Context: an optimization exercise on an open-source flow, tuned for small area, a short achievable clock period and few clock cycles. The choices shown serve that exercise and are no tape-out recipe.
Function was checked by simulation only, so behaviour that the tests miss may differ from the original.
No activity file was given, so power comes from the tool's default toggle rates.

==> flow/design.v (outline; a module is shown in full before it is edited, if it fits) <==
// module rtc_fields_to_epoch_seconds_unit: 1299 lines
module rtc_fields_to_epoch_seconds_unit (
  input  logic      clk,
  input  logic      rst,
  input  logic      start,
  output logic      busy,
  input  rfes_pkg::rfes_in_t  fields,
  output logic      done,
  output rfes_pkg::rfes_out_t result,
  input  logic      cfg_write,
  input  logic      cfg_index,
  input  logic      cfg_data
);
  // ...
==> flow/flow/run.sh <==
#!/bin/bash
# Standard layout, with the port buffers made of the smallest buffer cell and
# Yosys's generic fine-grained ABC pass skipped, so that the adders written as
# gates reach full-adder extraction as written.
set -euo pipefail
bash standard.sh SYNTH_ARGS=-noabc BUFFER_PORTS_ARGS="-buffer_cell sky130_fd_sc_hd__buf_1" finish > standard_flow.log 2>&1
==> flow/standard.sh <==
#!/bin/bash
# synth_recipe.tcl (not shown) runs the flow's synth.tcl, then flattens the netlist and writes it again
# the make line also repeats each setting of config.mk as NAME=value (left out here)
make -C /OpenROAD-flow-scripts/flow DESIGN_CONFIG=/design/flow/config.mk WORK_HOME=/design/flow/orfs CLKGATE_MAP_FILE= SYNTH_SCRIPT=/design/flow/synth_recipe.tcl "${@:-finish}"
==> flow/config.mk <==
export PLATFORM = sky130hd
export DESIGN_NAME = rtc_fields_to_epoch_seconds_unit
export DESIGN_NICKNAME = rtc_fields_to_epoch_seconds_unit
export VERILOG_FILES = /design/flow/design.v
export SDC_FILE = /design/flow/constraint.sdc
export NUM_CORES = 4
export LEC_CHECK = 0
export CAP_MARGIN = 20
export CORE_MARGIN = 2
export CORE_UTILIZATION = 50
export CTS_BUF_LIST = sky130_fd_sc_hd__clkbuf_8
export SETUP_SLACK_MARGIN = 4.2
export SLEW_MARGIN = 20
==> flow/constraint.sdc <==
create_clock -name core_clock -period 8.0 [get_ports {clk}]
set_input_delay 1.6000 -clock core_clock [delete_from_list [all_inputs] [get_ports {clk}]]
set_output_delay 1.6000 -clock core_clock [all_outputs]
set_load 0.01 [all_outputs]
==> impl_metrics.py, run 1 <==
metrics = {
    "die": {
        "core_area_um2": 13100,
        "io_pins": 89,
        "rows": 42,
        "die_y_um": 120,
    },
    "yosys": {
        "synth_compound_area_frac": 0.133,
        "synth-edff-count": 0,
        "synth_top_area_cell": "dfxtp_1",
        "synthXorXnorAreaFrac": 0.0420,
        "postSynthCellCount": 690,
        "synth_top_family_by_area": "adder cells",
        "synthTopCellsByArea": "dfxtp_1 27%, fa_1 23%, ha_1 11%, inv_1 4.4%, buf_4 3.9%",
        "synth_common_cells": "89 x dfxtp_1, 79 x inv_1, 76 x fa_1",
        "yosysWarnings": 1,
    },
    "worst_setup_path": {
        "r2r-start": "day_q[3]$_DFF_P_",
        "cp-end-kind": "flop",
        "critPathKind": "reg2reg",
        "r2r_slack_ns": 4.31,
    },
    "global_routing": {
        "grt.met2_usage": 0.328,
    },
    "clock_network": {
        "cts_sinks": 89,
        "path_clk_slew_ns": 0.09,
    },
    "finish": {
        "diodes": 0,
        "stdcell_count": 917,
        "multiInputGateArea_um2": 4310,
        "n_fill_cell": 1233,
        "synthToLayoutAreaGrowth_pct": 8.10,
    },
    "drt": {
        "via_per_inst": 5.10,
        "first_pass_iters": 4,
        "drtIter0Drc": 205,
    },
    "status": {
        "outcome": "timing/DRC/antenna clean",
    },
    "min_path": {
        "hold_end": "lo_q_0$_DFF_P_",
    },
    "placement": {
        "post_dp_cell_area_um2": 6850,
        "routabilityCongestion": 0.890,
    },
    "sta": {
        "rsz0062_at_grt": "true",
        "finalMaxSlewViolations": 0,
        "hold_viol": 0,
    },
    "pwr": {
        "p_per_area_nw_per_um2": 460,
    },
}
Testbench counts, summed over its fixed seeds: cycles 2,112.
==> run 2: changes to the inputs <==
--- a/flow/config.mk
+++ b/flow/config.mk
@@ -7,7 +7,8 @@
 export LEC_CHECK = 0
 export CAP_MARGIN = 20
 export CORE_MARGIN = 2
-export CORE_UTILIZATION = 50
+export CORE_UTILIZATION = 40
 export CTS_BUF_LIST = sky130_fd_sc_hd__clkbuf_8
+export PLACE_DENSITY = 0.75
 export SETUP_SLACK_MARGIN = 4.2
 export SLEW_MARGIN = 20
==> impl_metrics.py, run 2 <==
metrics = {
    "drt": {
        "drc_errors": 0,
        "first_pass_iters": 4,
        "via_per_inst": 4.95,
        "ant_nets": 0,
        "wl_um": 13600,
        "drtIter0Drc": 257,
        "wl_per_cell_um": 14.2,
        "vias": 4742,
    },
    "die": {
        "die_y_um": 133,
        "start_util": 0.405,
        "rows": 47,
        "core_area_um2": 16500,
        "dieArea_um2": 17700,
        "die_w_um": 133,
        "io_pins": 89,
    },
    "yosys": {
        "netlist_area_um2": 6670,
        "synthSimpleGateAreaFrac": 0.110,
        "synth-main-ff-cell": "dfxtp_1",
        "synth_common_cells": "89 x dfxtp_1, 79 x inv_1, 76 x fa_1",
        "synth_top_area_cell": "dfxtp_1",
        "synthMuxAreaShare": 0.00469,
        "postSynth.asyncResetShare": 0,
        "syn_nets": 881,
        "synth_most_common_cell": "dfxtp_1",
        "synthTopCellsByArea": "dfxtp_1 27%, fa_1 23%, ha_1 11%, inv_1 4.4%, buf_4 3.9%",
        "synth_top_family_by_area": "adder cells",
        "synth_compound_area_frac": 0.133,
        "syn_area_per_cell_um2": 9.67,
        "synthXorXnorAreaFrac": 0.0420,
        "synth-edff-count": 0,
        "yosysTopAreaCellShare": 0.267,
        "postSynthCellCount": 690,
        "yosysWarnings": 1,
        "synth-seq-cells": 89,
        "ys_seq_area_frac": 0.267,
        "ys_types": 62,
        "synthAdderAreaFrac": 0.343,
    },
    "worst_setup_path": {
        "critPathKind": "reg2out",
        "cp-start-kind": "flop",
        "cp.arrival_ns": 2.11,
        "cp-end-kind": "primary output",
        "crit_path_max_fanout": 3,
        "required_ns": 6.40,
    },
    "sta": {
        "setup_violations": 0,
        "clock.fmax_mhz": 270,
        "post-route-period-util": 0.463,
        "setup_tns_ns": 0,
        "period_needed_ns": 3.71,
        "finalMaxSlewViolations": 0,
        "rsz0062_at_grt": "true",
        "whs_ns": 0.333,
        "relSlewSlack": 0.333,
        "worst_pin_slew_ns": 0.999,
        "hold_viol": 0,
        "finClkSkew_ns": 0.00987,
    },
    "finish": {
        "largestRegisters": "min_q (6), sec_q (6)",
        "diodes": 0,
        "layout.nets": 924,
        "final_cell_mix": "83 x buf_1, 80 x inv_1, 78 x dfxtp_1",
        "final_common_cell": "buf_1",
        "drive_above_1_share": 0.0732,
        "synthToLayoutAreaGrowth_pct": 7.93,
    },
    "job": {
        "cap_violations": 0,
    },
    "pwr": {
        "ir_drop_uv": 253,
        "leakage_nw": 3.24,
        "p_per_area_nw_per_um2": 436,
    },
    "clock_network": {
        "cts.path.max_buffers": 2,
        "cts_made_buffers": 9,
        "root_buffer": "clkbuf_8",
        "cts_sinks": 89,
        "path_clk_slew_ns": 0.09,
        "cts-hold-fix-buffers": 0,
        "cts-htree-levels": 3,
        "clk-insertion-delay-late_ns": 0.38,
        "cts_tree": "yes",
    },
    "global_routing": {
        "grt_max_degree": 31,
        "track_usage": 0.164,
        "grt_pass1_vias": 4875,
        "grt_pass1_wl_um": 23200,
        "grt.overflow.total": 0,
        "antenna_found_initial": 0,
    },
    "min_path": {
        "hp-class": "reg2reg",
    },
    "placement": {
        "numPortBuffers": 87,
        "routabilityCongestion": 0.917,
        "dpl.hpwl_um": 11100,
    },
    "status": {
        "outcome": "timing/DRC/antenna clean",
    },
}
==> run 2: cell types whose count changed in the layout (fill, tap and decap cells not counted), sizes merged <==
cell      previous run  this run
bufinv               1         0
buf                 94        90
inv                 81        84
clkinv               2         0
clkinvlp             0         1
==> run 2: kinds of logic after synthesis <==
logic type,Yosys count
xor gates and xnor gates,32
adders and majority gates,137
muxes,3
other,1
DFF,89
AOI/OAI and AO/OA,139
and+or+nand+nor,151
buffers and inverters,138
==> run 2: path summary, 6_finish.rpt <==
path | startpoint | to | slack [ns] | cells after the start
worst max register to register | day_q[3]$_DFF_P_ | lo_q_16$_DFF_P_ | 4.34 | 13
worst min-delay path | sec_q[1]$_DFF_P_ | lo_q_1$_DFF_P_ | 0.33 | 0
worst min register to register | sec_q[1]$_DFF_P_ | lo_q_1$_DFF_P_ | 0.33 | 0
worst max-delay path | cy_q$_DFF_P_ | result[31] | 4.29 | 8
==> run 2: power breakdown <==
| part | internal, mW | total (mW) | leakage, nW | switching [mW] |
|---|---|---|---|---|
| Combinational | 0.991 | 2.11 | 2.40 | 1.12 |
| Sequential | 0.624 | 0.731 | 0.748 | 0.107 |
| Clock | 0.132 | 0.299 | 0.0982 | 0.167 |
| Total | 1.75 | 3.14 | 3.24 | 1.39 |
==> run 2: through the flow <==
stage               instance area [um^2]  setup slack (ns)  total power [mW]  cells  utilization
floorplan                           6670              4.32              2.37    690            -
global placement                    6900              4.17              2.63    939        0.419
detailed placement                  6900              4.08              2.71    939        0.419
CTS                                 7130              4.19              3.07    957        0.433
global route                        7200              4.15              3.50    958        0.437
finish                              7200              4.29              3.14    958        0.437
==> run 2: critical path: stages, from the launching register on <==
cell,delay (ns)
dfxtp_2,0.34
ha_4,0.15
o211ai_1,0.26
a21oi_2,0.14
o2111ai_2,0.22
nand2_1,0.10
a41o_1,0.21
a31oi_1,0.16
buf_2,0.16
==> run 2: metal layers <==
| layer | global-route usage | vias to the layer above | wire length (um) |
|---|---|---|---|
| li1 | - | 2350 | - |
| met1 | 0.227 | 2244 | 6650 |
| met2 | 0.264 | 137 | 6120 |
| met3 | 0.0339 | 11 | 666 |
| met4 | 0.0437 | 0 | 164 |
| met5 | 0 | - | 0 |
==> run 2: layout make-up <==
cell class,count,area (um^2)
clock buffer,11,151
clock inverter,5,37.5
fill,1601,9270
inverter,80,300
multi-input combinational,463,4290
sequential,89,1800
tap,220,275
timing repair buffer,90,354
==> run 2: timing repair <==
action,CTS,global route
resized for setup,9,23
buffers inserted,2,1
pin swaps,7,7
setup endpoints to repair,6,13
==> run 3: changes to the inputs <==
--- a/flow/config.mk
+++ b/flow/config.mk
@@ -7,8 +7,7 @@
 export LEC_CHECK = 0
 export CAP_MARGIN = 20
 export CORE_MARGIN = 2
-export CORE_UTILIZATION = 40
+export CORE_UTILIZATION = 30
 export CTS_BUF_LIST = sky130_fd_sc_hd__clkbuf_8
-export PLACE_DENSITY = 0.75
 export SETUP_SLACK_MARGIN = 4.2
 export SLEW_MARGIN = 20
==> impl_metrics.py, run 3 <==
metrics = {
    "status": {
        "outcome": "timing/DRC/antenna clean",
    },
    "global_routing": {
        "grt.overflow.total": 0,
        "grt_max_degree": 31,
        "grt_pass1_vias": 4693,
        "track_usage": 0.126,
        "antenna_found_initial": 0,
        "grt_pass1_wl_um": 23800,
    },
    "pwr": {
        "power_mw": 3.20,
        "ir_drop_uv": 248,
        "p_per_area_nw_per_um2": 440,
        "leakage_nw": 3.23,
    },
    "drt": {
        "drc_errors": 0,
        "ant_nets": 0,
        "wl_per_cell_um": 14.1,
        "first_pass_iters": 4,
        "via_per_inst": 4.63,
        "drtIter0Drc": 158,
        "wl_um": 14300,
        "vias": 4707,
    },
    "worst_setup_path": {
        "cp-end-kind": "primary output",
        "crit_path_max_fanout": 3,
        "cp.arrival_ns": 2.13,
        "crit_chain": "ha_4, o211ai_1, a21oi_2, o2111ai_2, nand2_1, a41o_1, xor2_1, buf_2",
        "slowest_delay_ns": 0.34,
        "cp_slowest_cell": "dfxtp_2",
        "cp-start-kind": "flop",
        "critPathKind": "reg2out",
        "required_ns": 6.40,
    },
    "yosys": {
        "synth-edff-count": 0,
        "yosysWarnings": 1,
        "syn_nets": 881,
        "syn_area_per_cell_um2": 9.67,
        "yosysTopAreaCellShare": 0.267,
        "postSynth.asyncResetShare": 0,
        "synthTopCellsByArea": "dfxtp_1 27%, fa_1 23%, ha_1 11%, inv_1 4.4%, buf_4 3.9%",
        "synth-seq-cells": 89,
        "synth-main-ff-cell": "dfxtp_1",
        "synth_common_cells": "89 x dfxtp_1, 79 x inv_1, 76 x fa_1",
        "synth_top_area_cell": "dfxtp_1",
        "ys_seq_area_frac": 0.267,
        "synth_most_common_cell": "dfxtp_1",
        "postSynthCellCount": 690,
        "netlist_area_um2": 6670,
        "ys_types": 62,
    },
    "min_path": {
        "hp-class": "reg2reg",
    },
    "sta": {
        "rsz0062_at_grt": "true",
        "setup_tns_ns": 0,
        "period_needed_ns": 3.73,
        "worst_pin_slew_ns": 0.978,
        "relSlewSlack": 0.347,
        "post-route-period-util": 0.466,
        "setup_violations": 0,
        "finClkSkew_ns": 0.0169,
        "hold_viol": 0,
        "finalMaxSlewViolations": 0,
        "clock.fmax_mhz": 268,
    },
    "clock_network": {
        "root_buffer": "clkbuf_8",
        "cts-htree-levels": 3,
        "cts_tree": "yes",
        "clk-insertion-delay-late_ns": 0.38,
        "cts_sinks": 89,
        "cts-hold-fix-buffers": 0,
        "cts.path.max_buffers": 2,
        "cts_made_buffers": 9,
        "path_clk_slew_ns": 0.10,
    },
    "placement": {
        "dpl.hpwl_um": 11800,
        "post_dp_cell_area_um2": 6980,
        "numPortBuffers": 87,
        "routabilityCongestion": 0.874,
    },
    "finish": {
        "drive_above_1_share": 0.0706,
        "n_fill_cell": 2288,
        "largestRegisters": "min_q (6), sec_q (6)",
        "final_cell_mix": "82 x buf_1, 78 x inv_1, 78 x dfxtp_1",
        "diodes": 0,
        "synthToLayoutAreaGrowth_pct": 9.08,
        "layout.nets": 923,
        "finalInstanceArea_um2": 7280,
        "final_util": 0.333,
        "final_common_cell": "buf_1",
    },
    "die": {
        "die_y_um": 153,
        "die_w_um": 153,
        "core_area_um2": 21800,
        "dieArea_um2": 23400,
        "start_util": 0.306,
        "io_pins": 89,
        "rows": 54,
    },
    "job": {
        "cap_violations": 0,
    },
}
[run 3: cell counts after synthesis]
No cell type changed its count.
[run 3: per-layer routing]
metal | vias to the layer above | wire, um | GRT usage
li1 | 2344 | - | -
met1 | 2202 | 7090 | 0.182
met2 | 147 | 6110 | 0.188
met3 | 14 | 927 | 0.0315
met4 | 0 | 187 | 0.0335
met5 | - | 0 | 0
[run 3: kinds of logic after synthesis]
family | after synthesis | share of synthesized area
compound gates | 139 | 0.133
buf+inv | 138 | 0.101
flops | 89 | 0.267
mux | 3 | 0.00469
simple gates | 151 | 0.110
fa+ha+maj | 137 | 0.343
other cells | 1 | 0.000562
xor+xnor | 32 | 0.0420
[run 3: final timing paths]
path	from	endpoint	slack (ns)	cells past startpoint
max	p_q_17$_DFF_P_	result[32]	4.27	8
max reg2reg	day_q[4]$_DFF_P_	lo_q_16$_DFF_P_	4.33	13
min	sec_q[0]$_DFF_P_	lo_q_0$_DFF_P_	0.33	0
min reg2reg	sec_q[0]$_DFF_P_	lo_q_0$_DFF_P_	0.33	0
[run 3: report_power, final]
group          switching, mW  leakage (nW)  internal, mW  total [mW]
Clock                  0.185        0.0902         0.122       0.307
Sequential             0.107         0.747         0.624       0.731
Combinational           1.16          2.39          1.00        2.16
[run 3: through the flow]
| stage | setup slack [ns] | std cells | hold slack, ns |
|---|---|---|---|
| after detailed placement | 4.07 | 999 | 0.314 |
| after global placement | 4.19 | 999 | 0.310 |
| final | 4.27 | 1017 | 0.334 |
| after floorplan | 4.32 | 690 | 0.310 |
| after CTS | 4.17 | 1016 | 0.338 |
| after global routing | 4.06 | 1017 | 0.343 |
[run 3: timing repair]
action                                  CTS  global route
endpoints found under the setup margin    7            13
buffers inserted                          1             1
cloned                                    0             0
gates resized for setup                  11            23
pin swaps                                 8             1
[run 3: layout make-up]
class | instances | area (um^2) | area share
multi-input cells | 463 | 4280 | 0.589
flip-flops and latches | 89 | 1800 | 0.247
well taps | 280 | 350 | 0.0482
repair buffers | 89 | 348 | 0.0478
inverters | 80 | 300 | 0.0413
clock buffers | 9 | 124 | 0.0170
clock inverters | 7 | 72.6 | 0.00997
[run 3: critical path, delay by kind of cell (launching register included)]
kind            cells  cell delay, ns
simple gates        1            0.10
flops               1            0.34
fa+ha+maj           1            0.15
buf+inv             1            0.15
compound gates      4            0.85
xor+xnor            1            0.15
==> run 4: changes to the inputs <==
--- a/flow/config.mk
+++ b/flow/config.mk
@@ -7,7 +7,7 @@
 export LEC_CHECK = 0
 export CAP_MARGIN = 20
 export CORE_MARGIN = 2
-export CORE_UTILIZATION = 30
+export CORE_UTILIZATION = 40
 export CTS_BUF_LIST = sky130_fd_sc_hd__clkbuf_8
-export SETUP_SLACK_MARGIN = 4.2
+export SETUP_SLACK_MARGIN = 4.0
 export SLEW_MARGIN = 20
==> impl_metrics.py, run 4 <==
metrics = {
    "yosys": {
        "netlist_area_um2": 6670,
        "ys_types": 62,
        "yosysTopAreaCellShare": 0.267,
        "synth_top_area_cell": "dfxtp_1",
        "synthTopCellsByArea": "dfxtp_1 27%, fa_1 23%, ha_1 11%, inv_1 4.4%, buf_4 3.9%",
        "syn_nets": 881,
        "postSynthCellCount": 690,
        "syn_area_per_cell_um2": 9.67,
        "synth-edff-count": 0,
        "ys_seq_area_frac": 0.267,
        "yosysWarnings": 1,
        "synth_most_common_cell": "dfxtp_1",
        "postSynth.asyncResetShare": 0,
        "synth-seq-cells": 89,
        "synth_common_cells": "89 x dfxtp_1, 79 x inv_1, 76 x fa_1",
        "synth-main-ff-cell": "dfxtp_1",
    },
    "finish": {
        "layout.nets": 922,
        "n_fill_cell": 1674,
        "largestRegisters": "min_q (6), sec_q (6)",
        "drive_above_1_share": 0.0462,
        "synthToLayoutAreaGrowth_pct": 7.02,
        "final_cell_mix": "86 x dfxtp_1, 86 x buf_1, 80 x inv_1",
        "final_util": 0.434,
        "diodes": 0,
    },
    "worst_setup_path": {
        "reg2reg_to": "lo_q_16$_DFF_P_",
        "required_ns": 6.40,
        "setup.worst_path.start": "cy_q$_DFF_P_",
        "r2r-start": "day_q[3]$_DFF_P_",
        "rr_worst_depth": 13,
        "cp-start-kind": "flop",
        "cp.arrival_ns": 2.23,
        "cp-end-kind": "primary output",
        "r2r_slack_ns": 4.24,
        "critPathKind": "reg2out",
        "crit_path_max_fanout": 3,
    },
    "min_path": {
        "worstHoldStart": "sec_q[0]$_DFF_P_",
        "hold_end": "lo_q_0$_DFF_P_",
        "whs_path_depth": 0,
        "hp-class": "reg2reg",
    },
    "clock_network": {
        "cts_sinks": 89,
        "cts_made_buffers": 9,
        "postCtsSetupBuffers": 0,
        "clk-insertion-delay-late_ns": 0.38,
        "cts-htree-levels": 3,
        "cts_tree": "yes",
        "root_buffer": "clkbuf_8",
        "path_clk_slew_ns": 0.09,
        "cts.path.max_buffers": 2,
    },
    "placement": {
        "dpl.hpwl_um": 11100,
        "place_ws_ns": 4.09,
        "numPortBuffers": 87,
        "routabilityCongestion": 0.926,
    },
    "status": {
        "outcome": "timing/DRC/antenna clean",
    },
    "die": {
        "start_util": 0.405,
        "core_area_um2": 16500,
        "die_w_um": 133,
        "io_pins": 89,
        "dieArea_um2": 17700,
        "die_y_um": 133,
        "rows": 47,
    },
    "pwr": {
        "leakage_nw": 3.23,
        "intPower_mw": 1.69,
        "p_per_area_nw_per_um2": 426,
        "ir_drop_uv": 253,
        "power_frac_seq": 0.238,
        "power_mw": 3.04,
        "combPwrFrac": 0.658,
        "swShare": 0.445,
        "clock_power_share": 0.105,
        "switching_power_mw": 1.35,
    },
    "drt": {
        "ant_nets": 0,
        "vias": 4643,
        "drc_errors": 0,
        "wl_per_cell_um": 14.1,
        "wl_um": 13500,
        "first_pass_iters": 4,
        "drtIter0Drc": 167,
        "via_per_inst": 4.86,
    },
    "sta": {
        "clock.fmax_mhz": 261,
        "finalMaxSlewViolations": 0,
        "setup_violations": 0,
        "rsz0062_at_grt": "false",
        "relSlewSlack": 0.623,
        "period_needed_ns": 3.83,
        "finClkSkew_ns": 0.0148,
        "worst_pin_slew_ns": 0.566,
        "post-route-period-util": 0.478,
        "hold_viol": 0,
        "finalWorstSetupSlack_ns": 4.17,
        "setup_tns_ns": 0,
    },
    "global_routing": {
        "grt.overflow.total": 0,
        "grt_pass1_vias": 4597,
        "grt_max_degree": 31,
        "antenna_found_initial": 0,
        "grt_pass1_wl_um": 22500,
        "track_usage": 0.160,
    },
    "job": {
        "cap_violations": 0,
    },
}
## run 4: logic make-up after synthesis
group,after synthesis,share of synthesized area
other,1,0.000562
buffers and inverters,138,0.101
flip-flops,89,0.267
AO/OA/AOI/OAI,139,0.133
XOR/XNOR,32,0.0420
AND/OR/NAND/NOR,151,0.110
multiplexers,3,0.00469
adder cells (fa/ha/maj),137,0.343
## run 4: what timing repair did
action,4_1_cts,5_1_grt
resized for setup,0,9
hold buffers,0,0
setup endpoints to repair,0,6
## run 4: power by group through the flow
stage / sequential, mW / combinational [mW] / clock, mW
finish: 0.723 / 2.00 / 0.318
global placement: 0.732 / 1.94 / 0
CTS: 0.724 / 1.98 / 0.329
floorplan: 0.697 / 1.67 / 0
global route: 0.741 / 2.32 / 0.345
detailed placement: 0.735 / 1.95 / 0
## run 4: per-stage QoR
stage / instances / cell area (um^2) / hold slack (ns)
after global routing: 956 / 7140 / 0.341
after detailed placement: 940 / 6910 / 0.312
final: 956 / 7140 / 0.331
after CTS: 956 / 7110 / 0.333
after global placement: 940 / 6910 / 0.310
after floorplan: 690 / 6670 / 0.310
## run 4: worst max-delay path by stage
stage | to | depth (start not counted)
after floorplan | lo_q_16$_DFF_P_ | 14
after global placement | lo_q_16$_DFF_P_ | 13
after detailed placement | lo_q_16$_DFF_P_ | 13
after CTS | result[31] | 8
after global routing | result[31] | 8
final | result[31] | 8
## run 4: metal layers
| layer | wire (um) | track usage |
|---|---|---|
| met1 | 6670 | 0.228 |
| met3 | 745 | 0.0331 |
| met5 | 0 | 0 |
| met4 | 316 | 0.0674 |
| met2 | 5790 | 0.239 |
## run 4: worst max-delay path, cell delays in order, from the launching register on
cell and delay [ns]:
dfxtp_1 0.31, ha_1 0.20, o211ai_1 0.28, a21oi_2 0.13
o2111ai_2 0.24, nand2_1 0.11, a41o_1 0.28, a31oi_1 0.15
clkbuf_2 0.15
## run 4: layout make-up
type	instances	area (um^2)	area share
timing repair buffer	88	335	0.0470
tap	220	275	0.0386
clock inverter	7	78.8	0.0110
inverter	80	300	0.0421
sequential	89	1790	0.250
multi-input combinational	463	4240	0.594
clock buffer	9	124	0.0174
==> run 5: changes to the inputs <==
--- a/flow/config.mk
+++ b/flow/config.mk
@@ -9,5 +9,5 @@
 export CORE_MARGIN = 2
 export CORE_UTILIZATION = 40
 export CTS_BUF_LIST = sky130_fd_sc_hd__clkbuf_8
-export SETUP_SLACK_MARGIN = 4.0
+export SETUP_SLACK_MARGIN = 3.8
 export SLEW_MARGIN = 20
==> impl_metrics.py, run 5 <==
metrics = {
    "sta": {
        "hold_viol": 0,
        "relSlewSlack": 0.615,
        "finalMaxSlewViolations": 0,
        "period_needed_ns": 3.93,
        "setup_violations": 0,
        "finClkSkew_ns": 0.0148,
        "finalWorstSetupSlack_ns": 4.07,
        "rsz0062_at_grt": "false",
        "whs_ns": 0.331,
        "setup_tns_ns": 0,
        "clock.fmax_mhz": 254,
        "post-route-period-util": 0.492,
        "worst_pin_slew_ns": 0.577,
    },
    "yosys": {
        "synth_top_area_cell": "dfxtp_1",
        "synth-main-ff-cell": "dfxtp_1",
        "netlist_area_um2": 6670,
        "synth-edff-count": 0,
        "ys_types": 62,
        "synth-seq-cells": 89,
        "syn_nets": 881,
        "synthTopCellsByArea": "dfxtp_1 27%, fa_1 23%, ha_1 11%, inv_1 4.4%, buf_4 3.9%",
        "postSynth.asyncResetShare": 0,
        "synth_most_common_cell": "dfxtp_1",
        "synth_common_cells": "89 x dfxtp_1, 79 x inv_1, 76 x fa_1",
        "yosysTopAreaCellShare": 0.267,
        "ys_seq_area_frac": 0.267,
        "postSynthCellCount": 690,
        "yosysWarnings": 1,
        "syn_area_per_cell_um2": 9.67,
    },
    "drt": {
        "wl_um": 13500,
        "wl_per_cell_um": 14.1,
        "drc_errors": 0,
        "via_per_inst": 4.86,
        "vias": 4648,
        "ant_nets": 0,
        "first_pass_iters": 4,
        "drtIter0Drc": 167,
    },
    "clock_network": {
        "clk-insertion-delay-late_ns": 0.38,
        "path_clk_slew_ns": 0.10,
        "root_buffer": "clkbuf_8",
        "cts.path.max_buffers": 2,
        "cts_tree": "yes",
        "cts-htree-levels": 3,
        "cts_made_buffers": 9,
        "cts_sinks": 89,
        "cts-hold-fix-buffers": 0,
        "postCtsSetupBuffers": 0,
        "cts-resized-gates": 0,
    },
    "finish": {
        "final_common_cell": "dfxtp_1",
        "layout.nets": 922,
        "largestRegisters": "min_q (6), sec_q (6)",
        "n_fill_cell": 1677,
        "drive_above_1_share": 0.0353,
        "diodes": 0,
        "synthToLayoutAreaGrowth_pct": 6.64,
        "final_cell_mix": "88 x dfxtp_1, 87 x buf_1, 80 x inv_1",
    },
    "worst_setup_path": {
        "cp-end-kind": "flop",
        "crit_path_max_fanout": 4,
        "cp-start-kind": "flop",
        "critPathKind": "reg2reg",
        "r2r-start": "day_q[4]$_DFF_P_",
        "cp.arrival_ns": 4.25,
        "required_ns": 8.31,
        "setup.worst_path.start": "day_q[4]$_DFF_P_",
    },
    "min_path": {
        "worstHoldStart": "sec_q[0]$_DFF_P_",
        "hp-class": "reg2reg",
    },
    "global_routing": {
        "antenna_found_initial": 0,
        "grt_max_degree": 31,
        "track_usage": 0.160,
        "grt.overflow.total": 0,
        "grt_pass1_vias": 4597,
        "grt_pass1_wl_um": 22500,
    },
    "pwr": {
        "p_per_area_nw_per_um2": 420,
        "ir_drop_uv": 280,
        "leakage_nw": 3.22,
    },
    "die": {
        "die_w_um": 133,
        "die_y_um": 133,
        "rows": 47,
        "core_area_um2": 16500,
        "io_pins": 89,
        "dieArea_um2": 17700,
        "start_util": 0.405,
    },
    "status": {
        "outcome": "timing/DRC/antenna clean",
    },
    "placement": {
        "dpl.hpwl_um": 11100,
        "numPortBuffers": 87,
        "routabilityCongestion": 0.926,
        "place_ws_ns": 4.09,
    },
    "job": {
        "cap_violations": 0,
    },
}
-- run 5: cell count changes in the layout (fill, tap and decap cells not counted), sizes merged --
| cell | change |
|---|---|
| buf | +1 |
| clkbuf | -1 |
-- run 5: cell families (layout without fill, tap and decap cells) --
family	after synthesis	in the layout	share of synthesized area
AND/OR/NAND/NOR	151	151	0.110
AO/OA/AOI/OAI	139	139	0.133
buffers and inverters	138	184	0.101
adder cells (fa/ha/maj)	137	137	0.343
flip-flops	89	89	0.267
XOR/XNOR	32	32	0.0420
multiplexers	3	3	0.00469
other	1	1	0.000562
-- run 5: stage by stage --
stage,total power [mW],std cells,util,cell area [um^2]
after global placement,2.67,940,0.420,6910
after detailed placement,2.68,940,0.420,6910
after floorplan,2.37,690,-,6670
after global routing,3.36,956,0.432,7110
final,2.99,956,0.432,7110
after CTS,3.03,956,0.432,7110
-- run 5: where the power goes --
group	total [mW]	switching [mW]	internal, mW	leakage (nW)
clock network	0.318	0.171	0.147	0.103
logic	1.95	1.05	0.898	2.37
registers	0.722	0.100	0.622	0.746
-- run 5: critical path, stage by stage (launching register included) --
cell and delay (ns):
dfxtp_1 0.43, inv_1 0.11, fa_1 0.49, inv_1 0.05, fa_1 0.48, fa_1 0.51
fa_1 0.41, ha_1 0.34, a21oi_1 0.23, nand2b_1 0.08, a21oi_1 0.15, o21bai_1 0.16
a41oi_2 0.27, xnor2_1 0.13
-- run 5: layout make-up --
cell class / count / area (um^2) / area share
multi-input combinational: 463 / 4220 / 0.593
inverter: 80 / 300 / 0.0422
timing repair buffer: 88 / 334 / 0.0470
clock buffer: 9 / 124 / 0.0174
tap: 220 / 275 / 0.0387
clock inverter: 7 / 78.8 / 0.0111
sequential: 89 / 1780 / 0.251
-- run 5: metal layers --
| metal | routed length, um | vias to the layer above | global-route usage | share of wire |
|---|---|---|---|---|
| met2 | 5740 | 119 | 0.239 | 0.43 |
| met3 | 793 | 19 | 0.0331 | 0.059 |
| met4 | 316 | 0 | 0.0674 | 0.023 |
| met5 | 0 | - | 0 | 0 |
| li1 | - | 2351 | - | - |
| met1 | 6620 | 2159 | 0.228 | 0.49 |
-- run 5: path summary, 6_finish.rpt --
| kind | to | slack (ns) | cells past startpoint |
|---|---|---|---|
| worst min-delay path | lo_q_0$_DFF_P_ | 0.33 | 0 |
| worst min register to register | lo_q_0$_DFF_P_ | 0.33 | 0 |
| worst max register to register | lo_q_16$_DFF_P_ | 4.07 | 13 |
| worst max-delay path | lo_q_16$_DFF_P_ | 4.07 | 13 |
==> run 6: changes to the inputs <==
--- a/flow/config.mk
+++ b/flow/config.mk
@@ -9,5 +9,5 @@
 export CORE_MARGIN = 2
 export CORE_UTILIZATION = 40
 export CTS_BUF_LIST = sky130_fd_sc_hd__clkbuf_8
-export SETUP_SLACK_MARGIN = 3.8
+export SETUP_SLACK_MARGIN = 4.5
 export SLEW_MARGIN = 20
==> impl_metrics.py, run 6 <==
metrics = {
    "status": {
        "outcome": "timing/DRC/antenna clean",
    },
    "pwr": {
        "p_per_area_nw_per_um2": 457,
        "power_mw": 3.41,
        "ir_drop_uv": 304,
        "leakage_nw": 3.34,
    },
    "yosys": {
        "netlist_area_um2": 6670,
        "yosysWarnings": 1,
        "postSynth.asyncResetShare": 0,
        "synth_common_cells": "89 x dfxtp_1, 79 x inv_1, 76 x fa_1",
        "synth-main-ff-cell": "dfxtp_1",
        "ys_types": 62,
        "ys_seq_area_frac": 0.267,
        "postSynthCellCount": 690,
        "synth-edff-count": 0,
        "synth_most_common_cell": "dfxtp_1",
        "syn_nets": 881,
        "synth-seq-cells": 89,
        "syn_area_per_cell_um2": 9.67,
        "synth_top_area_cell": "dfxtp_1",
        "synthTopCellsByArea": "dfxtp_1 27%, fa_1 23%, ha_1 11%, inv_1 4.4%, buf_4 3.9%",
        "yosysTopAreaCellShare": 0.267,
    },
    "placement": {
        "routabilityCongestion": 0.844,
        "dpl.hpwl_um": 11100,
        "numPortBuffers": 87,
        "place_ws_ns": 4.24,
    },
    "worst_setup_path": {
        "cp-start-kind": "flop",
        "path_buf_inv": 2,
        "critPathKind": "reg2out",
        "cp-end-kind": "primary output",
        "cp_slowest_cell": "dfxtp_2",
        "crit_family": "compound AO/OA/AOI/OAI gates",
        "required_ns": 6.40,
        "crit_path_max_fanout": 3,
        "crit_chain": "ha_4, o211ai_1, buf_4, a21oi_4, o2111ai_2, nand2_1, a41o_1, a31oi_1, buf_2",
        "slowest_delay_ns": 0.34,
        "cp.arrival_ns": 2.09,
    },
    "clock_network": {
        "clk-insertion-delay-late_ns": 0.38,
        "cts.path.max_buffers": 2,
        "cts-hold-fix-buffers": 0,
        "cts-htree-levels": 3,
        "cts_sinks": 89,
        "root_buffer": "clkbuf_8",
        "cts_made_buffers": 9,
        "cts_tree": "yes",
        "path_clk_slew_ns": 0.10,
    },
    "global_routing": {
        "antenna_found_initial": 0,
        "track_usage": 0.161,
        "grt_max_degree": 31,
        "grt.overflow.total": 0,
        "grt_pass1_vias": 4558,
        "grt_pass1_wl_um": 22500,
    },
    "sta": {
        "hold_viol": 0,
        "relSlewSlack": 0.317,
        "finalWorstSetupSlack_ns": 4.31,
        "finClkSkew_ns": 0.0133,
        "rsz0062_at_grt": "true",
        "period_needed_ns": 3.69,
        "worst_pin_slew_ns": 1.02,
        "clock.fmax_mhz": 271,
        "finalMaxSlewViolations": 0,
        "setup_tns_ns": 0,
        "setup_violations": 0,
        "post-route-period-util": 0.462,
    },
    "finish": {
        "final_common_cell": "buf_1",
        "final_cell_mix": "78 x buf_1, 77 x inv_1, 74 x fa_1",
        "layout.nets": 941,
        "diodes": 0,
        "drive_above_1_share": 0.131,
        "n_fill_cell": 1626,
        "synthToLayoutAreaGrowth_pct": 11.7,
        "multiInputGateArea_um2": 4350,
        "seq_area_um2": 1840,
        "largestRegisters": "min_q (6), sec_q (6)",
    },
    "drt": {
        "via_per_inst": 4.84,
        "wl_per_cell_um": 14.1,
        "vias": 4722,
        "drc_errors": 0,
        "drtIter0Drc": 183,
        "wl_um": 13700,
        "ant_nets": 0,
        "first_pass_iters": 4,
    },
    "min_path": {
        "hp-class": "reg2reg",
    },
    "die": {
        "start_util": 0.405,
        "die_y_um": 133,
        "rows": 47,
        "die_w_um": 133,
        "io_pins": 89,
        "dieArea_um2": 17700,
        "core_area_um2": 16500,
    },
    "job": {
        "cap_violations": 0,
    },
}
==> run 6: cell counts after synthesis <==
No cell type changed its count.
==> run 6: final timing paths <==
path               startpoint              end  slack (ns)  cells past startpoint
max            p_q_17$_DFF_P_       result[31]        4.31                      9
min          sec_q[0]$_DFF_P_   lo_q_0$_DFF_P_        0.33                      0
max reg2reg    q_q[3]$_DFF_P_  lo_q_14$_DFF_P_        4.45                     12
min reg2reg  sec_q[0]$_DFF_P_   lo_q_0$_DFF_P_        0.33                      0
==> run 6: routing by layer <==
metal  wire [um]  global-route usage  vias up
li1            -                   -     2386
met1        6720               0.229     2209
met2        6110               0.247      115
met3         740              0.0392       12
met4         163              0.0408        0
met5           0                   0        -
==> run 6: per-stage QoR <==
step / area (um^2) / util / hold slack [ns] / std cells
global placement: 6920 / 0.420 / 0.310 / 939
detailed placement: 6920 / 0.420 / 0.313 / 939
finish: 7450 / 0.452 / 0.331 / 975
CTS: 7270 / 0.441 / 0.334 / 964
floorplan: 6690 / - / 0.310 / 690
global route: 7450 / 0.452 / 0.350 / 975
==> run 6: kinds of logic after synthesis <==
group           Yosys count  share of synthesized area
buf+inv                 138                      0.101
fa+ha+maj               137                      0.343
xor+xnor                 32                     0.0420
flops                    89                      0.267
compound gates          139                      0.133
mux                       3                    0.00469
simple gates            151                      0.110
other cells               1                   0.000562
==> run 6: area by class of cell <==
type / instances / area share
inverters: 80 / 0.0410
clock inverters: 7 / 0.00857
multi-input cells: 463 / 0.584
flip-flops and latches: 89 / 0.247
repair buffers: 107 / 0.0660
well taps: 220 / 0.0370
clock buffers: 9 / 0.0166
==> run 6: power breakdown <==
part           switching [mW]  internal [mW]  total, mW  leakage (nW)
sequential              0.102          0.627      0.729         0.753
combinational            1.21           1.17       2.38          2.49
clock                   0.177          0.119      0.296        0.0934
total                    1.49           1.91       3.41          3.34
==> run 6: timing repair <==
action | in CTS | in global routing
setup buffers | 9 | 11
resized for setup | 42 | 33
pin swaps | 17 | 16
endpoints found under the setup margin | 16 | 19
==> run 6: worst reg2reg max path, stage by stage, from the launching register on <==
cell	delay, ns
dfxtp_4	0.37
fa_1	0.55
inv_1	0.06
fa_1	0.47
fa_1	0.51
fa_2	0.48
ha_4	0.19
a21oi_4	0.15
nand2b_1	0.11
a21oi_4	0.17
o21bai_4	0.11
a21oi_2	0.16
xnor2_1	0.14
==> run 7: changes to the inputs <==
--- a/flow/config.mk
+++ b/flow/config.mk
@@ -9,5 +9,5 @@
 export CORE_MARGIN = 2
 export CORE_UTILIZATION = 40
 export CTS_BUF_LIST = sky130_fd_sc_hd__clkbuf_8
-export SETUP_SLACK_MARGIN = 4.5
+export SETUP_SLACK_MARGIN = 4.35
 export SLEW_MARGIN = 20
==> impl_metrics.py, run 7 <==
metrics = {
    "clock_network": {
        "cts.path.max_buffers": 2,
        "cts_made_buffers": 9,
        "path_clk_slew_ns": 0.10,
        "clk-insertion-delay-late_ns": 0.38,
        "root_buffer": "clkbuf_8",
        "cts_tree": "yes",
        "cts-hold-fix-buffers": 0,
        "cts_sinks": 89,
        "cts-htree-levels": 3,
    },
    "sta": {
        "finClkSkew_ns": 0.0164,
        "post-route-period-util": 0.464,
        "setup_violations": 0,
        "setup_tns_ns": 0,
        "clock.fmax_mhz": 270,
        "finalMaxSlewViolations": 0,
        "hold_viol": 0,
        "rsz0062_at_grt": "true",
        "worst_pin_slew_ns": 0.570,
        "period_needed_ns": 3.71,
        "relSlewSlack": 0.620,
    },
    "global_routing": {
        "track_usage": 0.160,
        "grt_pass1_wl_um": 22300,
        "grt_pass1_vias": 4513,
        "grt_max_degree": 31,
        "grt.overflow.total": 0,
        "antenna_found_initial": 0,
    },
    "drt": {
        "ant_nets": 0,
        "first_pass_iters": 4,
        "wl_per_cell_um": 14.3,
        "vias": 4730,
        "drc_errors": 0,
        "wl_um": 13800,
        "drtIter0Drc": 184,
        "via_per_inst": 4.89,
    },
    "worst_setup_path": {
        "rr_worst_depth": 13,
        "r2r_slack_ns": 4.37,
        "reg2reg_to": "lo_q_16$_DFF_P_",
        "crit_chain": "ha_4, o211ai_1, buf_4, buf_4, buf_6, buf_6, nand2_2, a21o_1, a21oi_2, xnor2_1, buf_2",
        "cp-start-kind": "flop",
        "r2r-start": "day_q[3]$_DFF_P_",
        "required_ns": 6.40,
        "cp_slowest_cell": "dfxtp_2",
        "crit_path_max_fanout": 2,
        "critPathKind": "reg2out",
        "cp-end-kind": "primary output",
        "slowest_delay_ns": 0.34,
        "cp.arrival_ns": 2.11,
    },
    "yosys": {
        "syn_area_per_cell_um2": 9.67,
        "synth-main-ff-cell": "dfxtp_1",
        "yosysWarnings": 1,
        "ys_types": 62,
        "postSynth.asyncResetShare": 0,
        "ys_seq_area_frac": 0.267,
        "netlist_area_um2": 6670,
        "synth_most_common_cell": "dfxtp_1",
        "synth-edff-count": 0,
        "postSynthCellCount": 690,
        "synth_common_cells": "89 x dfxtp_1, 79 x inv_1, 76 x fa_1",
        "synthTopCellsByArea": "dfxtp_1 27%, fa_1 23%, ha_1 11%, inv_1 4.4%, buf_4 3.9%",
        "syn_nets": 881,
        "yosysTopAreaCellShare": 0.267,
        "synth-seq-cells": 89,
        "synth_top_area_cell": "dfxtp_1",
    },
    "die": {
        "io_pins": 89,
        "rows": 47,
        "core_area_um2": 16500,
        "die_y_um": 133,
        "dieArea_um2": 17700,
        "start_util": 0.405,
        "die_w_um": 133,
    },
    "finish": {
        "largestRegisters": "min_q (6), sec_q (6)",
        "final_cell_mix": "79 x buf_1, 77 x inv_1, 74 x fa_1",
        "stdcell_count": 968,
        "synthToLayoutAreaGrowth_pct": 10.8,
        "diodes": 0,
        "layout.nets": 934,
        "final_common_cell": "buf_1",
        "drive_above_1_share": 0.115,
    },
    "job": {
        "cap_violations": 0,
    },
    "min_path": {
        "hp-class": "reg2reg",
        "worstHoldStart": "sec_q[0]$_DFF_P_",
        "whs_path_depth": 0,
        "hold_end": "lo_q_0$_DFF_P_",
    },
    "placement": {
        "dp.cells": 940,
        "dpl.hpwl_um": 11300,
        "routabilityCongestion": 0.903,
        "numPortBuffers": 87,
    },
    "pwr": {
        "p_per_area_nw_per_um2": 450,
        "leakage_nw": 3.30,
        "ir_drop_uv": 294,
    },
    "status": {
        "outcome": "timing/DRC/antenna clean",
    },
}
run 7: cell count changes in the layout (fill, tap and decap cells not counted), moves of 2 or more:
cell / delta
buf_4: -9
dfxtp_4: -6
dfxtp_1: +5
buf_6: +2
inv_6: -2
run 7: worst max-delay path by stage:
stage / from / to / slack (ns) / cells past startpoint
after floorplan: day_q[4]$_DFF_P_ / lo_q_16$_DFF_P_ / 4.36 / 13
after global placement: day_q[4]$_DFF_P_ / lo_q_16$_DFF_P_ / 4.19 / 13
after detailed placement: monb_q[2]$_DFF_P_ / lo_q_16$_DFF_P_ / 4.08 / 13
after CTS: cy_q$_DFF_P_ / result[32] / 4.26 / 8
after global routing: p_q_17$_DFF_P_ / result[23] / 4.15 / 11
final: p_q_17$_DFF_P_ / result[23] / 4.29 / 11
run 7: layout make-up:
type | count | area, um^2
Clock buffer | 10 | 138
Clock inverter | 6 | 50.0
Fill cell | 1648 | 9080
Inverter | 80 | 303
Multi-Input combinational cell | 463 | 4360
Sequential cell | 89 | 1820
Tap cell | 220 | 275
Timing Repair Buffer | 100 | 445
run 7: timing repair:
action | CTS | global route
pin swaps | 7 | 15
endpoints found under the setup margin | 11 | 17
setup buffers | 3 | 9
resized for setup | 21 | 49
hold endpoints to repair | 0 | 0
run 7: routing by layer:
layer | part of all wire | wire [um] | global-route usage | vias up
met5 | 0 | 0 | 0 | -
met4 | 0.020 | 274 | 0.0556 | 0
met3 | 0.048 | 656 | 0.0365 | 16
met2 | 0.43 | 5970 | 0.240 | 113
met1 | 0.50 | 6910 | 0.228 | 2230
li1 | - | - | - | 2371
run 7: cells by family after synthesis:
| family | synth area share |
|---|---|
| compound gates | 0.133 |
| xor+xnor | 0.0420 |
| fa+ha+maj | 0.343 |
| buf+inv | 0.101 |
| flops | 0.267 |
| mux | 0.00469 |
| other cells | 0.000562 |
| simple gates | 0.110 |
run 7: stage by stage:
step	setup WS, ns	power, mW	util	hold WS (ns)	cell area [um^2]
finish	4.29	3.32	0.449	0.331	7390
global route	4.15	3.69	0.449	0.342	7390
CTS	4.26	3.13	0.436	0.335	7170
detailed placement	4.08	2.72	0.420	0.314	6910
global placement	4.19	2.68	0.420	0.310	6910
floorplan	4.36	2.37	-	0.310	6670
run 7: report_power, final:
group | total (mW) | internal (mW) | switching (mW) | leakage, nW
Clock | 0.294 | 0.125 | 0.169 | 0.0948
Combinational | 2.29 | 1.10 | 1.19 | 2.46
Sequential | 0.735 | 0.626 | 0.109 | 0.750
run 7: worst max-delay path: cells and delay by family, from the launching register on:
kind	cells	cell delay (ns)
AO/OA/AOI/OAI	3	0.48
AND/OR/NAND/NOR	1	0.06
adder cells (fa/ha/maj)	1	0.15
flip-flops	1	0.34
XOR/XNOR	1	0.12
buffers and inverters	5	0.59
==> run 8: changes to the inputs <==
--- a/flow/config.mk
+++ b/flow/config.mk
@@ -6,8 +6,9 @@
 export NUM_CORES = 4
 export LEC_CHECK = 0
 export CAP_MARGIN = 20
+export CORE_ASPECT_RATIO = 0.6
 export CORE_MARGIN = 2
 export CORE_UTILIZATION = 40
 export CTS_BUF_LIST = sky130_fd_sc_hd__clkbuf_8
-export SETUP_SLACK_MARGIN = 4.35
+export SETUP_SLACK_MARGIN = 4.2
 export SLEW_MARGIN = 20
==> impl_metrics.py, run 8 <==
metrics = {
    "status": {
        "outcome": "timing/DRC/antenna clean",
    },
    "sta": {
        "worst_pin_slew_ns": 1.02,
        "finalMaxSlewViolations": 0,
        "period_needed_ns": 3.77,
        "clock.fmax_mhz": 266,
        "relSlewSlack": 0.321,
        "whs_ns": 0.335,
        "setup_violations": 0,
        "post-route-period-util": 0.471,
        "setup_tns_ns": 0,
        "finClkSkew_ns": 0.0145,
        "rsz0062_at_grt": "true",
        "hold_viol": 0,
        "finalWorstSetupSlack_ns": 4.23,
    },
    "finish": {
        "layout.nets": 924,
        "final_common_cell": "buf_1",
        "final_util": 0.443,
        "largestRegisters": "min_q (6), sec_q (6)",
        "synthToLayoutAreaGrowth_pct": 8.05,
        "drive_above_1_share": 0.0718,
        "final_cell_mix": "82 x buf_1, 79 x dfxtp_1, 78 x inv_1",
        "diodes": 0,
    },
    "global_routing": {
        "antenna_found_initial": 0,
        "grt_max_degree": 31,
        "track_usage": 0.177,
        "grt_pass1_vias": 4752,
        "grt_pass1_wl_um": 24500,
        "grt.overflow.total": 0,
    },
    "placement": {
        "routabilityCongestion": 0.884,
        "numPortBuffers": 87,
        "place_ws_ns": 4.06,
        "dpl.hpwl_um": 12300,
    },
    "worst_setup_path": {
        "slowest_delay_ns": 0.34,
        "cp-end-kind": "primary output",
        "crit_path_max_fanout": 3,
        "rr_worst_depth": 13,
        "cp_slowest_cell": "dfxtp_2",
        "required_ns": 6.40,
        "cp-start-kind": "flop",
        "crit_chain": "ha_4, o211ai_1, buf_4, a21oi_4, o2111ai_2, nand2_1, a41o_1, xor2_1, buf_2",
        "critPathKind": "reg2out",
        "cp.arrival_ns": 2.17,
    },
    "drt": {
        "first_pass_iters": 5,
        "wl_um": 15100,
        "wl_per_cell_um": 15.6,
        "vias": 4797,
        "ant_nets": 0,
        "drtIter0Drc": 363,
        "via_per_inst": 4.97,
        "drc_errors": 0,
    },
    "clock_network": {
        "clk-insertion-delay-late_ns": 0.38,
        "cts_made_buffers": 9,
        "cts-htree-levels": 3,
        "cts-hold-fix-buffers": 0,
        "path_clk_slew_ns": 0.09,
        "cts.path.max_buffers": 2,
        "cts_tree": "yes",
        "cts_sinks": 89,
        "root_buffer": "clkbuf_8",
    },
    "min_path": {
        "whs_path_depth": 0,
        "hp-class": "reg2reg",
    },
    "yosys": {
        "synth-edff-count": 0,
        "synth_top_area_cell": "dfxtp_1",
        "netlist_area_um2": 6670,
        "ys_types": 62,
        "synth_most_common_cell": "dfxtp_1",
        "postSynthCellCount": 690,
        "synth-main-ff-cell": "dfxtp_1",
        "ys_seq_area_frac": 0.267,
        "synth_common_cells": "89 x dfxtp_1, 79 x inv_1, 76 x fa_1",
        "yosysTopAreaCellShare": 0.267,
        "postSynth.asyncResetShare": 0,
        "yosysWarnings": 1,
        "synthTopCellsByArea": "dfxtp_1 27%, fa_1 23%, ha_1 11%, inv_1 4.4%, buf_4 3.9%",
        "syn_nets": 881,
        "synth-seq-cells": 89,
        "syn_area_per_cell_um2": 9.67,
    },
    "die": {
        "dieArea_um2": 17800,
        "start_util": 0.410,
        "die_y_um": 104,
        "io_pins": 89,
        "die_w_um": 171,
        "core_area_um2": 16300,
        "rows": 36,
    },
    "pwr": {
        "ir_drop_uv": 254,
        "p_per_area_nw_per_um2": 439,
        "leakage_nw": 3.24,
    },
    "job": {
        "cap_violations": 0,
    },
}
==> run 8: report_power, final <==
part | leakage, nW | switching (mW) | total, mW | internal, mW
sequential | 0.749 | 0.105 | 0.730 | 0.624
combinational | 2.40 | 1.15 | 2.15 | 0.996
clock | 0.0964 | 0.170 | 0.292 | 0.122
==> run 8: what timing repair did <==
action / CTS / global route
endpoints found under the setup margin: 9 / 12
buffers inserted: 2 / 1
resized for setup: 12 / 27
pin swaps: 5 / 7
==> run 8: cell type report <==
cell class	count	area, um^2
clock inverter	6	41.3
sequential	89	1800
tap	228	285
multi-input combinational	463	4280
fill	1571	9050
clock buffer	10	138
inverter	80	300
timing repair buffer	90	359
==> run 8: path summary, 6_finish.rpt <==
check | slack [ns] | start | endpoint
hold / removal | 0.33 | sec_q[1]$_DFF_P_ | lo_q_1$_DFF_P_
setup reg to reg | 4.32 | day_q[4]$_DFF_P_ | lo_q_16$_DFF_P_
hold reg to reg | 0.33 | sec_q[1]$_DFF_P_ | lo_q_1$_DFF_P_
setup / recovery | 4.23 | cy_q$_DFF_P_ | result[32]
==> run 8: kinds of logic (layout without fill, tap and decap cells) <==
group | count (synthesis) | after routing | share of synthesized area
and+or+nand+nor | 151 | 151 | 0.110
AOI/OAI and AO/OA | 139 | 139 | 0.133
buffers and inverters | 138 | 186 | 0.101
adders and majority gates | 137 | 137 | 0.343
DFF | 89 | 89 | 0.267
xor gates and xnor gates | 32 | 32 | 0.0420
muxes | 3 | 3 | 0.00469
other | 1 | 1 | 0.000562
==> run 8: layer usage <==
layer	track usage	routed length [um]	up-vias
met5	0	0	-
met4	0.0238	75	0
met3	0.0506	1000	6
met2	0.253	6180	124
met1	0.270	7820	2318
li1	-	-	2349
==> run 8: worst max-delay path, delay by kind of cell, from the launching register on <==
kind | cells | cell delay [ns]
buffers and inverters | 2 | 0.30
and+or+nand+nor | 1 | 0.11
DFF | 1 | 0.34
adders and majority gates | 1 | 0.15
xor gates and xnor gates | 1 | 0.16
AOI/OAI and AO/OA | 4 | 0.73
==> run 8: through the flow <==
step                      area, um^2  power (mW)  instances
after CTS                       7130        3.05        965
after global placement          6910        2.68        947
after global routing            7210        3.55        966
after detailed placement        6910        2.72        947
final                           7210        3.17        966
after floorplan                 6670        2.37        690
==> run 9: changes to the inputs <==
--- a/flow/config.mk
+++ b/flow/config.mk
@@ -5,8 +5,8 @@
 export SDC_FILE = /design/flow/constraint.sdc
 export NUM_CORES = 4
 export LEC_CHECK = 0
+export ABC_AREA = 1
 export CAP_MARGIN = 20
-export CORE_ASPECT_RATIO = 0.6
 export CORE_MARGIN = 2
 export CORE_UTILIZATION = 40
 export CTS_BUF_LIST = sky130_fd_sc_hd__clkbuf_8
==> impl_metrics.py, run 9 <==
metrics = {
    "worst_setup_path": {
        "required_ns": 8.27,
        "crit_top_cell": "fa_1",
        "cp_slowest_cell": "or4_1",
        "cp.arrival_ns": 3.94,
        "slowest_delay_ns": 0.58,
        "crit_path_max_fanout": 6,
        "cp-end-kind": "flop",
        "cp-start-kind": "flop",
        "crit_chain": "nand2_1, nand2_1, or4_1, fa_1, fa_1, ha_1, a21oi_1, nand3_1, fa_1, xor2_1",
        "critPathKind": "reg2reg",
    },
    "finish": {
        "layout.nets": 1044,
        "n_fill_cell": 1639,
        "final_cell_mix": "148 x inv_1, 144 x nand2_1, 86 x buf_1",
        "largestRegisters": "min_q (6), sec_q (6)",
        "stdcell_count": 1078,
        "synthToLayoutAreaGrowth_pct": 9.43,
        "finalInstanceArea_um2": 7380,
        "final_common_cell": "inv_1",
        "diodes": 0,
        "multiInputGateArea_um2": 4160,
        "final_util": 0.447,
        "seq_area_um2": 1790,
        "drive_above_1_share": 0.0641,
    },
    "placement": {
        "dpl.hpwl_um": 11700,
        "post_dp_cell_area_um2": 7060,
        "place_ws_ns": 4.19,
        "routabilityCongestion": 0.949,
        "dp.cells": 1061,
        "numPortBuffers": 87,
    },
    "yosys": {
        "yosysTopAreaCellShare": 0.264,
        "netlist_area_um2": 6740,
        "synth_top_family_by_area": "adder cells",
        "synth-edff-count": 0,
        "synth_top_area_cell": "dfxtp_1",
        "ys_seq_area_frac": 0.264,
        "synthXorXnorAreaFrac": 0.0299,
        "synth_compound_area_frac": 0.0594,
        "ys_types": 39,
        "synth_common_cells": "150 x inv_1, 147 x nand2_1, 89 x dfxtp_1",
        "yosysWarnings": 1,
        "syn_nets": 982,
        "synth-seq-cells": 89,
        "synthSimpleGateAreaFrac": 0.180,
        "synthTopCellsByArea": "dfxtp_1 26%, fa_1 23%, ha_1 11%, inv_1 8.4%, nand2_1 8.2%",
        "synth_most_common_cell": "inv_1",
        "syn_area_per_cell_um2": 8.52,
        "synth-main-ff-cell": "dfxtp_1",
        "synthMuxAreaShare": 0,
        "synthAdderAreaFrac": 0.339,
        "postSynth.asyncResetShare": 0,
        "postSynthCellCount": 791,
    },
    "drt": {
        "ant_nets": 0,
        "vias": 4865,
        "wl_um": 13700,
        "via_per_inst": 4.51,
        "drc_errors": 0,
        "wl_per_cell_um": 12.7,
        "drtIter0Drc": 151,
        "first_pass_iters": 4,
    },
    "sta": {
        "setup_violations": 0,
        "post-route-period-util": 0.459,
        "finalWorstSetupSlack_ns": 4.33,
        "rsz0062_at_grt": "true",
        "clock.fmax_mhz": 272,
        "worst_pin_slew_ns": 0.487,
        "finalMaxSlewViolations": 0,
        "period_needed_ns": 3.67,
        "whs_ns": 0.333,
        "setup_tns_ns": 0,
        "relSlewSlack": 0.672,
        "hold_viol": 0,
        "finClkSkew_ns": 0.00962,
    },
    "die": {
        "io_pins": 89,
        "start_util": 0.408,
        "die_w_um": 134,
        "die_y_um": 134,
        "dieArea_um2": 17900,
        "core_area_um2": 16500,
        "rows": 47,
    },
    "global_routing": {
        "grt_use_met1": 0.217,
        "grt.met2_usage": 0.249,
        "track_usage": 0.161,
        "grt_pass1_wl_um": 22800,
        "grt_use_met3": 0.0363,
        "grt.overflow.total": 0,
        "antenna_found_initial": 0,
        "grt_pass1_vias": 4828,
        "gr-max-usage-layer": "met2",
        "grt_max_degree": 22,
    },
    "pwr": {
        "ir_drop_uv": 270,
        "leakage_nw": 3.80,
        "p_per_area_nw_per_um2": 444,
        "power_mw": 3.28,
    },
    "clock_network": {
        "root_buffer": "clkbuf_8",
        "cts_made_buffers": 9,
        "path_clk_slew_ns": 0.09,
        "cts_tree": "yes",
        "clk-insertion-delay-late_ns": 0.38,
        "cts.path.max_buffers": 2,
        "cts-htree-levels": 3,
        "cts_sinks": 89,
    },
    "status": {
        "outcome": "timing/DRC/antenna clean",
    },
    "min_path": {
        "hp-class": "reg2reg",
    },
    "job": {
        "cap_violations": 0,
    },
}
==> run 9: cell count changes in the layout (fill, tap and decap cells not counted), sizes merged, moves of 8 or more <==
cell   before  now
nor2       42   62
nand2      42  152
a21oi      42   21
nand3      13   49
nor2b      12    0
o21ai      35   26
a21o       14    6
inv        81  155
xnor2      20   10
==> run 9: cell type report <==
cell class	instances	area share
tap	220	0.0373
clock buffer	10	0.0187
inverter	152	0.0773
multi-input combinational	512	0.564
clock inverter	6	0.0131
timing repair buffer	89	0.0465
sequential	89	0.243
==> run 9: worst max-delay path, delay by kind of cell (launching register included) <==
kind	cells	cell delay (ns)
XOR/XNOR	1	0.15
flip-flops	1	0.36
AND/OR/NAND/NOR	4	1.07
AO/OA/AOI/OAI	1	0.14
adder cells (fa/ha/maj)	4	1.84
==> run 9: metal layers <==
metal | routed length [um] | part of all wire
met4 | 340 | 0.025
met1 | 6810 | 0.50
met5 | 0 | 0
met3 | 654 | 0.048
met2 | 5900 | 0.43
==> run 9: cells by family (layout without fill, tap and decap cells) <==
| group | Yosys count | in the layout |
|---|---|---|
| other | 1 | 1 |
| AND/OR/NAND/NOR | 285 | 285 |
| flip-flops | 89 | 89 |
| AO/OA/AOI/OAI | 66 | 66 |
| adder cells (fa/ha/maj) | 137 | 137 |
| XOR/XNOR | 23 | 23 |
| buffers and inverters | 190 | 257 |
==> run 9: path summary, 6_finish.rpt <==
| path | from | to | slack [ns] | cells after the start |
|---|---|---|---|---|
| max | monb_q[0]$_DFF_P_ | lo_q_11$_DFF_P_ | 4.33 | 10 |
| max reg2reg | monb_q[0]$_DFF_P_ | lo_q_11$_DFF_P_ | 4.33 | 10 |
| min | sec_q[1]$_DFF_P_ | lo_q_1$_DFF_P_ | 0.33 | 0 |
| min reg2reg | sec_q[1]$_DFF_P_ | lo_q_1$_DFF_P_ | 0.33 | 0 |
==> run 9: where the power goes <==
| part | total, mW | switching, mW | leakage [nW] | internal, mW |
|---|---|---|---|---|
| clock | 0.359 | 0.170 | 0.115 | 0.189 |
| combinational | 2.20 | 1.23 | 2.94 | 0.971 |
| sequential | 0.716 | 0.0907 | 0.747 | 0.625 |
| total | 3.28 | 1.49 | 3.80 | 1.78 |
==> run 9: what timing repair did <==
| item | 4_1_cts | 5_1_grt |
|---|---|---|
| resized for setup | 1 | 22 |
| pin swaps | 0 | 6 |
| endpoints found under the hold margin | 0 | 0 |
| setup endpoints to repair | 3 | 6 |
| hold buffers | 0 | 0 |
| setup buffers | 0 | 1 |
==> run 10: changes to the inputs <==
--- a/flow/config.mk
+++ b/flow/config.mk
@@ -5,10 +5,9 @@
 export SDC_FILE = /design/flow/constraint.sdc
 export NUM_CORES = 4
 export LEC_CHECK = 0
-export ABC_AREA = 1
 export CAP_MARGIN = 20
 export CORE_MARGIN = 2
-export CORE_UTILIZATION = 40
+export CORE_UTILIZATION = 45
 export CTS_BUF_LIST = sky130_fd_sc_hd__clkbuf_8
 export SETUP_SLACK_MARGIN = 4.2
 export SLEW_MARGIN = 20
==> impl_metrics.py, run 10 <==
metrics = {
    "status": {
        "outcome": "timing/DRC/antenna clean",
    },
    "placement": {
        "numPortBuffers": 87,
        "routabilityCongestion": 0.885,
        "dpl.hpwl_um": 11600,
        "post_dp_cell_area_um2": 6860,
    },
    "yosys": {
        "syn_area_per_cell_um2": 9.67,
        "netlist_area_um2": 6670,
        "synthMuxAreaShare": 0.00469,
        "synth-main-ff-cell": "dfxtp_1",
        "syn_nets": 881,
        "synth_top_area_cell": "dfxtp_1",
        "synth-edff-count": 0,
        "synth_most_common_cell": "dfxtp_1",
        "synth_top_family_by_area": "adder cells",
        "postSynth.asyncResetShare": 0,
        "ys_types": 62,
        "yosysWarnings": 1,
        "synth_compound_area_frac": 0.133,
        "yosysTopAreaCellShare": 0.267,
        "synth_common_cells": "89 x dfxtp_1, 79 x inv_1, 76 x fa_1",
        "synthTopCellsByArea": "dfxtp_1 27%, fa_1 23%, ha_1 11%, inv_1 4.4%, buf_4 3.9%",
        "synth-seq-cells": 89,
        "ys_seq_area_frac": 0.267,
        "synthSimpleGateAreaFrac": 0.110,
        "synthXorXnorAreaFrac": 0.0420,
        "postSynthCellCount": 690,
        "synthAdderAreaFrac": 0.343,
    },
    "sta": {
        "finalMaxSlewViolations": 0,
        "clock.fmax_mhz": 267,
        "relSlewSlack": 0.349,
        "setup_violations": 0,
        "finClkSkew_ns": 0.0152,
        "post-route-period-util": 0.469,
        "worst_pin_slew_ns": 0.975,
        "setup_tns_ns": 0,
        "rsz0062_at_grt": "true",
        "period_needed_ns": 3.75,
        "hold_viol": 0,
    },
    "finish": {
        "n_fill_cell": 1390,
        "final_common_cell": "buf_1",
        "diodes": 0,
        "synthToLayoutAreaGrowth_pct": 7.24,
        "layout.nets": 923,
        "finalInstanceArea_um2": 7150,
        "final_cell_mix": "85 x buf_1, 80 x inv_1, 77 x dfxtp_1",
        "largestRegisters": "min_q (6), sec_q (6)",
        "drive_above_1_share": 0.0665,
    },
    "drt": {
        "drtIter0Drc": 215,
        "drc_errors": 0,
        "wl_per_cell_um": 15.2,
        "wl_um": 14000,
        "first_pass_iters": 4,
        "via_per_inst": 5.10,
        "vias": 4693,
        "ant_nets": 0,
    },
    "die": {
        "core_area_um2": 14500,
        "dieArea_um2": 15800,
        "die_y_um": 126,
        "io_pins": 89,
        "rows": 44,
        "die_w_um": 126,
        "start_util": 0.459,
    },
    "global_routing": {
        "track_usage": 0.186,
        "antenna_found_initial": 0,
        "grt.overflow.total": 0,
        "grt_pass1_vias": 4714,
        "grt_pass1_wl_um": 23300,
        "grt_max_degree": 31,
    },
    "min_path": {
        "hp-class": "reg2reg",
        "worstHoldStart": "sec_q[1]$_DFF_P_",
    },
    "worst_setup_path": {
        "crit_path_max_fanout": 3,
        "cp-end-kind": "primary output",
        "required_ns": 6.40,
        "critPathKind": "reg2out",
        "r2r_slack_ns": 4.35,
        "setup.worst_path.start": "p_q_17$_DFF_P_",
        "r2r-start": "day_q[3]$_DFF_P_",
        "cp.arrival_ns": 2.15,
        "cp-start-kind": "flop",
    },
    "pwr": {
        "leakage_nw": 3.25,
        "p_per_area_nw_per_um2": 444,
        "ir_drop_uv": 261,
        "power_mw": 3.18,
    },
    "clock_network": {
        "cts_tree": "yes",
        "cts-hold-fix-buffers": 0,
        "cts-htree-levels": 3,
        "cts_made_buffers": 9,
        "root_buffer": "clkbuf_8",
        "cts_sinks": 89,
        "cts.path.max_buffers": 2,
        "clk-insertion-delay-late_ns": 0.37,
        "path_clk_slew_ns": 0.09,
    },
    "job": {
        "cap_violations": 0,
    },
}
-- run 10: cell count changes after synthesis, moves of 10 or more --
cell / delta
a21oi_1: +24
xnor2_1: +10
o21ai_0: +14
inv_1: -71
nor2b_1: +12
clkbuf_1: +16
nand3_1: -35
nand2_1: -106
nor2_1: -20
-- run 10: routing by layer --
metal,vias to the layer above,GRT usage,part of all wire
li1,2350,-,-
met1,2185,0.255,0.47
met2,136,0.300,0.46
met3,22,0.0272,0.042
met4,0,0.0711,0.026
met5,-,0,0
-- run 10: cell type report --
type / count / area (um^2) / area share
clock inverter: 5 / 62.6 / 0.00875
clock buffer: 11 / 151 / 0.0212
multi-input combinational: 463 / 4270 / 0.597
sequential: 89 / 1800 / 0.251
inverter: 80 / 300 / 0.0420
tap: 184 / 230 / 0.0322
timing repair buffer: 89 / 344 / 0.0481
-- run 10: path summary, 6_finish.rpt --
check | to | cells past startpoint
hold reg to reg | lo_q_1$_DFF_P_ | 0
setup reg to reg | lo_q_16$_DFF_P_ | 13
setup / recovery | result[31] | 8
hold / removal | lo_q_1$_DFF_P_ | 0
-- run 10: what timing repair did --
| item | CTS | global route |
|---|---|---|
| pin swaps | 4 | 7 |
| cloned | 0 | 0 |
| setup endpoints to repair | 7 | 11 |
| buffers inserted | 1 | 1 |
| resized for setup | 9 | 18 |
-- run 10: per-stage QoR --
stage	setup slack, ns	hold slack (ns)	util	std cells
floorplan	4.32	0.310	-	690
global placement	4.14	0.317	0.472	903
detailed placement	4.05	0.315	0.472	903
CTS	4.20	0.341	0.489	920
global route	4.10	0.349	0.492	921
finish	4.25	0.337	0.492	921
-- run 10: kinds of logic (layout without fill, tap and decap cells) --
kind of cell    Yosys count  count (layout)
flops                    89              89
fa+ha+maj               137             137
mux                       3               3
other cells               1               1
xor+xnor                 32              32
compound gates          139             139
simple gates            151             151
buf+inv                 138             185
-- run 10: critical path, cell delays in order (launching register included) --
cell       delay (ns)
dfxtp_1          0.31
ha_2             0.18
o211ai_1         0.25
a21oi_2          0.13
o2111ai_2        0.27
nand2_1          0.11
a41o_1           0.25
a31oi_1          0.13
buf_2            0.15
-- run 10: power breakdown --
group | switching, mW | internal, mW
logic | 1.13 | 0.996
registers | 0.103 | 0.623
clock network | 0.161 | 0.164
total | 1.39 | 1.78

static timing again, ports no longer ideal:
Ports are ideal in the flow. The routed layouts listed here were re-timed in OpenROAD. Step 1 sets driving cells, clkbuf_16 on the clock port and buf_2 on the other inputs (assumed; they add their load-dependent delay and slew). Step 2 times the ports against the registers' clock, not the clock port: input delays grow and output delays shrink by t, the midpoint of the rising clock arrivals with the driver on. Slacks: ideal / step 1 / step 2; pairs: ideal / step 1.
run | t (ns) | setup slack, ns | hold slack, ns
run 1 | 0.392 | 4.314 / 4.284 / 4.314 | 0.332 / 0.332 / 0.332
run 2 | 0.409 | 4.293 / 4.254 / 4.332 | 0.333 / 0.333 / 0.333
run 3 | 0.409 | 4.270 / 4.235 / 4.331 | 0.334 / 0.334 / 0.334
run 4 | 0.408 | 4.173 / 4.138 / 4.241 | 0.331 / 0.331 / 0.331
run 5 | 0.409 | 4.066 / 4.066 / 4.066 | 0.331 / 0.331 / 0.331
run 6 | 0.408 | 4.307 / 4.270 / 4.450 | 0.331 / 0.331 / 0.331
run 7 | 0.410 | 4.291 / 4.255 / 4.375 | 0.331 / 0.331 / 0.331
run 8 | 0.408 | 4.234 / 4.195 / 4.321 | 0.335 / 0.335 / 0.335
run 9 | 0.412 | 4.329 / 4.329 / 4.329 | 0.333 / 0.333 / 0.333
run 10 | 0.405 | 4.248 / 4.210 / 4.347 | 0.337 / 0.337 / 0.337
After both steps every run listed still meets setup and hold.
